This design comes from an exercise in tuning for small area, a short achievable clock period and few clock cycles per item on the open sky130 flow, not from production work. At most, simulation tests tie the RTL to the original design; equivalence was not proved. Power is estimated from default activity; no workload was simulated.

== garnet ==
// rectangle_grid_test_pattern
module rectangle_grid_test_pattern (
  input  logic        clk,
  input  logic        rst,
  input  logic        push,
  output logic        full,
  input  logic        restart,
  output logic        empty,
  input  logic        pop,
  output logic [10:0] pixel_x,
  output logic [10:0] pixel_y,
  output logic [23:0] pixel_color,
  output logic        write_enable,
  output logic        frame_end,
  input  logic        cfg_write,
  input  logic [2:0]  cfg_index,
  input  logic [23:0] cfg_data
);
export LEC_CHECK = 0
export ABC_CLOCK_PERIOD_IN_PS = 2500
export CAP_MARGIN = 20
export CORE_MARGIN = 2
export CORE_UTILIZATION = 60
export CTS_BUF_LIST = sky130_fd_sc_hd__clkbuf_8
export CTS_CLUSTER_DIAMETER = 60
export CTS_CLUSTER_SIZE = 30
export SETUP_SLACK_MARGIN = 5
export SLEW_MARGIN = 20
create_clock -name core_clock -period 8.5 [get_ports {clk}]
standard.sh (not shown) runs the stock make flow with config.mk's settings and CLKGATE_MAP_FILE= SYNTH_SCRIPT=/design/flow/synth_recipe.tcl, a recipe that flattens the netlist after the stock synthesis.
==> flow/flow/run.sh <==
#!/bin/bash
# The standard synthesis, then the standard layout steps with the slow delay
# buffers (clkdlybuf4s*) left out, so port buffering picks an ordinary buffer.
set -e
bash standard.sh synth > synth.log 2>&1
PDU="sky130_fd_sc_hd__probe_p_8 sky130_fd_sc_hd__probec_p_8 sky130_fd_sc_hd__lpflow_bleeder_1 sky130_fd_sc_hd__lpflow_clkbufkapwr_1 sky130_fd_sc_hd__lpflow_clkbufkapwr_16 sky130_fd_sc_hd__lpflow_clkbufkapwr_2 sky130_fd_sc_hd__lpflow_clkbufkapwr_4 sky130_fd_sc_hd__lpflow_clkbufkapwr_8 sky130_fd_sc_hd__lpflow_clkinvkapwr_1 sky130_fd_sc_hd__lpflow_clkinvkapwr_16 sky130_fd_sc_hd__lpflow_clkinvkapwr_2 sky130_fd_sc_hd__lpflow_clkinvkapwr_4 sky130_fd_sc_hd__lpflow_clkinvkapwr_8 sky130_fd_sc_hd__lpflow_decapkapwr_12 sky130_fd_sc_hd__lpflow_decapkapwr_3 sky130_fd_sc_hd__lpflow_decapkapwr_4 sky130_fd_sc_hd__lpflow_decapkapwr_6 sky130_fd_sc_hd__lpflow_decapkapwr_8 sky130_fd_sc_hd__lpflow_inputiso0n_1 sky130_fd_sc_hd__lpflow_inputiso0p_1 sky130_fd_sc_hd__lpflow_inputiso1n_1 sky130_fd_sc_hd__lpflow_inputiso1p_1 sky130_fd_sc_hd__lpflow_inputisolatch_1 sky130_fd_sc_hd__lpflow_isobufsrc_1 sky130_fd_sc_hd__lpflow_isobufsrc_16 sky130_fd_sc_hd__lpflow_isobufsrc_2 sky130_fd_sc_hd__lpflow_isobufsrc_4 sky130_fd_sc_hd__lpflow_isobufsrc_8 sky130_fd_sc_hd__lpflow_isobufsrckapwr_16 sky130_fd_sc_hd__lpflow_lsbuf_lh_hl_isowell_tap_1 sky130_fd_sc_hd__lpflow_lsbuf_lh_hl_isowell_tap_2 sky130_fd_sc_hd__lpflow_lsbuf_lh_hl_isowell_tap_4 sky130_fd_sc_hd__lpflow_lsbuf_lh_isowell_4 sky130_fd_sc_hd__lpflow_lsbuf_lh_isowell_tap_1 sky130_fd_sc_hd__lpflow_lsbuf_lh_isowell_tap_2 sky130_fd_sc_hd__lpflow_lsbuf_lh_isowell_tap_4"
SLOW="sky130_fd_sc_hd__clkdlybuf4s15_1 sky130_fd_sc_hd__clkdlybuf4s15_2 sky130_fd_sc_hd__clkdlybuf4s18_1 sky130_fd_sc_hd__clkdlybuf4s18_2 sky130_fd_sc_hd__clkdlybuf4s25_1 sky130_fd_sc_hd__clkdlybuf4s25_2 sky130_fd_sc_hd__clkdlybuf4s50_1 sky130_fd_sc_hd__clkdlybuf4s50_2"
bash standard.sh "DONT_USE_CELLS=$PDU $SLOW" finish > layout.log 2>&1
garnet reached the final stage; the timing, design-rule and antenna checks on its layout passed.
Testbench counts of garnet, summed over its fixed seeds: cycles 19,640, items 19,200.
Changes in onyx relative to garnet:
--- a/flow/design.v
+++ b/flow/design.v
@@ -91,15 +91,15 @@
   wire direct = mode[1] & ~mode[0];
   wire on_st  = (mode[1] ^ mode[0]) & rwnz & rhnz;
   wire [7:0] fr = first[23:16];
   wire [7:0] fg = first[15:8];
   wire [7:0] fb = first[7:0];
   logic [10:0] x, y, ox, oy;
   logic [7:0]  col, row;
-  logic        lx, ly, wx, wy, we, fe;       
+  logic        lx, ly, wx, wy, we;           
   logic [7:0]  R, B;                         
   logic        gm;                           
   logic [7:0]  GA;                           
   logic [7:0]  L;                            
   logic        empty_r, full_r, fresh, pend_v, pend_rs;
   localparam logic [2:0] S_IDLE = 3'd0, S_P1 = 3'd1, S_P2 = 3'd2, S_F1 = 3'd3,
                          S_F2 = 3'd4, S_FL = 3'd5, S_PR = 3'd6;
@@ -176,27 +176,27 @@
   wire show   = nb | f2;                         
   wire mk_rg  = ~show | (we_n & direct);
   wire mk_b   = ~show | we_n;
   wire seq_end = (f2 | (st == S_FL));
   always_ff @(posedge clk) begin
     if (rst) begin
       x <= '0; y <= '0; ox <= '0; oy <= '0; col <= '0; row <= '0;
-      lx <= 1'b0; ly <= 1'b0; wx <= 1'b1; wy <= 1'b1; we <= 1'b0; fe <= 1'b0;
+      lx <= 1'b0; ly <= 1'b0; wx <= 1'b1; wy <= 1'b1; we <= 1'b0;
       R <= '0; gm <= 1'b0; B <= '0; GA <= '0; L <= '0;
     end else if (go_org) begin
       x <= '0; y <= '0; ox <= '0; oy <= '0; col <= '0; row <= '0;
-      lx <= lx_o; ly <= ly_o; wx <= wx_o; wy <= wy_o; we <= we_o; fe <= lx_o & ly_o;
+      lx <= lx_o; ly <= ly_o; wx <= wx_o; wy <= wy_o; we <= we_o;
       R  <= (we_o & direct) ? fr : 8'd0;
       gm <= we_o & direct;
       B  <= we_o ? fb : 8'd0;
       GA <= direct ? fg : GA;
       L  <= fb;
     end else if (go) begin
       x <= x_n; y <= y_n; ox <= ox_n; oy <= oy_n; col <= col_n; row <= row_n;
-      lx <= lx_n; ly <= ly_n; wx <= wx_n; wy <= wy_n; we <= we_n; fe <= lx_n & ly_n;
+      lx <= lx_n; ly <= ly_n; wx <= wx_n; wy <= wy_n; we <= we_n;
       R  <= mk_rg ? sR : 8'd0;
       gm <= we_n & direct;
       B  <= mk_b ? sB : 8'd0;
       GA <= sGA;
       L  <= sL;
     end
   end
@@ -245,9 +245,9 @@
   end
   assign full         = full_r;
   assign empty        = empty_r;
   assign pixel_x      = x;
   assign pixel_y      = y;
   assign pixel_color  = {R, GA & {8{gm}}, B};
   assign write_enable = we;
-  assign frame_end    = fe;
+  assign frame_end    = lx & ly;
 endmodule
==> results.txt <==
Area occupied by registers delta (onyx -> garnet): insignificant. Status: power in sequential cells parity (garnet, onyx). Beginning of the critical path: busy -> garnet, row[2] -> onyx. The reg2reg setup slack was comparable across onyx and garnet. Going from garnet to onyx, maximum operating frequency held steady, clock network contribution to total cell area shrank by 0.74 points, via count grew by 119, routability congestion estimate shrank by 0.077, post-synthesis adder-cell area fraction held steady.
For onyx, only the layout was checked, not whether the RTL still works.


== rev 12 ==
Another version of the RTL of rectangle_grid_test_pattern (not shown whole).
For scale: ~1600 cells after synthesis, ~220 flip-flops, ~83 I/O pins.
Settings: LEC_CHECK=0, ABC_CLOCK_PERIOD_IN_PS=2500, CAP_MARGIN=20, CORE_MARGIN=2, CORE_UTILIZATION=40, SETUP_SLACK_MARGIN=5, SLEW_MARGIN=20; clock period 8.5 ns.
run.sh (not shown) runs the stock make flow with config.mk's settings and CLKGATE_MAP_FILE= SYNTH_SCRIPT=/design/flow/synth_recipe.tcl, a recipe that flattens the netlist after the stock synthesis.
Stock flow here: none of the scripts above is used.
Edits applied to the flow inputs when going from rev 12 to rev 13:
--- a/flow/design.v
+++ b/flow/design.v
@@ -44,28 +44,26 @@
     ge8 = (a >= b);
   endfunction
   function automatic logic [7:0] add8(input logic [7:0] a, input logic [7:0] b);
     add8 = a + b;
   endfunction
   logic [1:0]  mode;
-  logic [7:0]  cm1;                          
-  logic        cnz;                          
+  logic [7:0]  count;
   logic [10:0] rw2, rh2, fw2, fh2;
   logic        rw1, rh1, fw1, fh1;
   logic        rwnz, rhnz;
   logic [23:0] first;
   logic [7:0]  step;
   wire [10:0] wd    = cfg_data[10:0];
   wire        wd_nz = |wd;
   wire        wd_1  = ~|wd[10:1];
   wire [10:0] wd_2  = wd - 11'd2;
   always_ff @(posedge clk) begin
     if (rst) begin
       mode  <= 2'd0;
-      cm1   <= 8'd0;
-      cnz   <= 1'b1;
+      count <= 8'd1;
       rw2   <= 11'd0;
       rw1   <= 1'b1;
       rwnz  <= 1'b0;
       rh2   <= 11'd0;
       rh1   <= 1'b1;
       rhnz  <= 1'b0;
@@ -75,13 +73,13 @@
       fw1   <= 1'b0;
       fh2   <= 11'd766;
       fh1   <= 1'b0;
     end else if (cfg_write) begin
       case (cfg_index)
         3'd0: mode  <= cfg_data[1:0];
-        3'd1: begin cm1 <= cfg_data[7:0] - 8'd1; cnz <= |cfg_data[7:0]; end
+        3'd1: count <= cfg_data[7:0];
         3'd2: begin rw2 <= wd_2; rw1 <= wd_1; rwnz <= wd_nz; end
         3'd3: begin rh2 <= wd_2; rh1 <= wd_1; rhnz <= wd_nz; end
         3'd4: first <= cfg_data;
         3'd5: step  <= cfg_data[7:0];
         3'd6: begin fw2 <= wd_2; fw1 <= wd_1; end
         default: begin fh2 <= wd_2; fh1 <= wd_1; end
@@ -123,14 +121,16 @@
   wire [10:0] x_n   = nl ? 11'd0 : inc11(x, nb);
   wire [10:0] ox_n  = (nb & (lx | wx)) ? 11'd0 : inc11(ox, nb);
   wire [7:0]  col_n = nl ? 8'd0 : inc8(col, colinc);
   wire [10:0] y_n   = nf ? 11'd0 : inc11(y, nl);
   wire [10:0] oy_n  = (nl & (ly | wy)) ? 11'd0 : inc11(oy, nl);
   wire [7:0]  row_n = nf ? 8'd0 : inc8(row, rowinc);
-  wire       col_lt = cnz & ge8(cm1, col);
-  wire       row_lt = cnz & ge8(cm1, row);
+  wire [7:0] cm1    = count - 8'd1;
+  wire       cnz    = (count != 8'd0);
+  wire       col_lt = ~ge8(col, count);
+  wire       row_lt = ~ge8(row, count);
   wire       row_lt_n = ly | (rowinc ? (row_lt & (row != cm1)) : row_lt);
   wire lx_n = busy ? (fw1 | ~ge11(fw2, x))  : (lx ? fw1 : (x == fw2));
   wire wx_n = busy ? (rw1 | ~ge11(rw2, ox)) : ((lx | wx) ? rw1 : (ox == rw2));
   wire ly_n = busy ? (fh1 | ~ge11(fh2, y))  : (lx ? (ly ? fh1 : (y == fh2)) : ly);
   wire wy_n = busy ? (rh1 | ~ge11(rh2, oy)) : (lx ? ((ly | wy) ? rh1 : (oy == rh2)) : wy);
   wire we_n = busy ? (on_st & col_lt & row_lt)
@@ -141,28 +141,24 @@
   wire wy_o = rh1;
   wire we_o = on_st & cnz;
   wire p1   = (st == S_P1);
   wire p2   = (st == S_P2);
   wire f1   = (st == S_F1);
   wire f2   = (st == S_F2);
+  wire [2:0] k = ~c[3:1];
   wire dbl  = ~c[0];
   wire ad1  = p1 & c[0];
   wire ad2  = p2 & c[0];
   wire db1  = p1 & dbl;
   wire lph  = direct ? p1 : p2;                  
-  logic col_k, row_k, cnt_k;
-  wire [3:0] c_nx = inc4(c);
-  wire [2:0] k_nx = ~c_nx[3:1];
-  always_ff @(posedge clk) begin
-    col_k <= col[k_nx];
-    row_k <= row[k_nx];
-    cnt_k <= cm1[k_nx];
-  end
+  wire col_k = col[k];
+  wire row_k = row[k];
+  wire cnt_k = count[k];
   wire [7:0] lstep = direct ? step : GA;
   wire sR_step  = colinc | (ad1 & col_k);
-  wire sGA_step = (rowinc & direct) | (ad1 & (direct ? row_k : cnt_k)) | (p2 & (c == 4'd0));
+  wire sGA_step = (rowinc & direct) | (ad1 & (direct ? row_k : cnt_k));
   wire sL_step  = rowinc | (lph & c[0] & row_k);
   wire nfd      = nf & direct;
   wire [7:0] aR  = nl ? 8'd0 : R;
   wire [7:0] mR  = ({8{sR_step}} & step) | ({8{db1}} & R) | ({8{nl | f1}} & fr);
   wire [7:0] aGA = nfd ? 8'd0 : GA;
   wire [7:0] mGA = ({8{sGA_step}} & step) | ({8{db1}} & GA) | ({8{nfd | (f1 & direct)}} & fg);
@@ -229,13 +225,13 @@
         c    <= 4'd0;
       end else if (wr_flag & (~busy | seq_end)) begin
         st   <= S_FL;
         busy <= 1'b1;
       end else begin
         if (seq_end) busy <= 1'b0;
-        c <= c_nx;
+        c <= inc4(c);
         case (st)
           S_P1:    if (&c) st <= direct ? S_F1 : S_P2;
           S_P2:    if (&c) st <= S_F1;
           S_F1:    st <= S_F2;
           default: st <= S_IDLE;
         endcase
The combinational family with the most area after synthesis comes out simple AND/OR/NAND/NOR gates in one run and compound AO/OA/AOI/OAI gates in the other, namely in rev 13 and rev 12 respectively.
Of rev 12 and rev 13, rev 12 shows the lower synthesized cell count, with rev 13 above it.
Re CTS buffer count: rev 12 was higher than rev 13.
Number of placed instances, taps included grows by a few percent when moving from rev 12 to rev 13.
Diff rev 12 and rev 13: overall power consumption higher in rev 12
Row peak supply drop: rev 13 lower / rev 12 higher
No run of this note included a check of the RTL's function; only the layout flow was run.

## static timing again, ports no longer ideal
How much do the figures lean on ideal ports? The routed layouts below were timed once more, with nothing changed but the port constraints.
Step 1 assumes that a clkbuf_16 drives the clock port and a buf_2 every other input.
Step 2 adds t to the input delays and takes it off the output delays; t is the mean of the earliest and latest rising clock arrival at the registers after step 1. Input paths then give back, and output paths get back, about the clock's delay inside the block.
Three values: ideal ports, drivers, drivers and shift; two values: the first two.
run | t, ns | slack for setup (ns) | worst hold slack (ns) | worst setup path at the end | worst data-port slew with drivers (ns)
garnet | 0.598 | 5.064 / 5.064 / 4.494 | 0.461 / 0.461 / 0.461 | input to register | 0.07
onyx | 0.601 | 5.057 / 5.057 / 4.533 | 0.464 / 0.464 / 0.464 | input to register | 0.07
rev 12 | 0.589 | 4.842 / 4.842 / 4.492 | 0.474 / 0.474 / 0.474 | input to register | 0.09
rev 13 | 0.575 | 4.746 / 4.746 / 4.494 | 0.457 / 0.457 / 0.457 | input to register | 0.09
After both steps setup and hold are still met in every run listed. The setup slack of garnet, which loses most, moves by 0.000 ns with the drivers and by -0.570 ns with both steps.
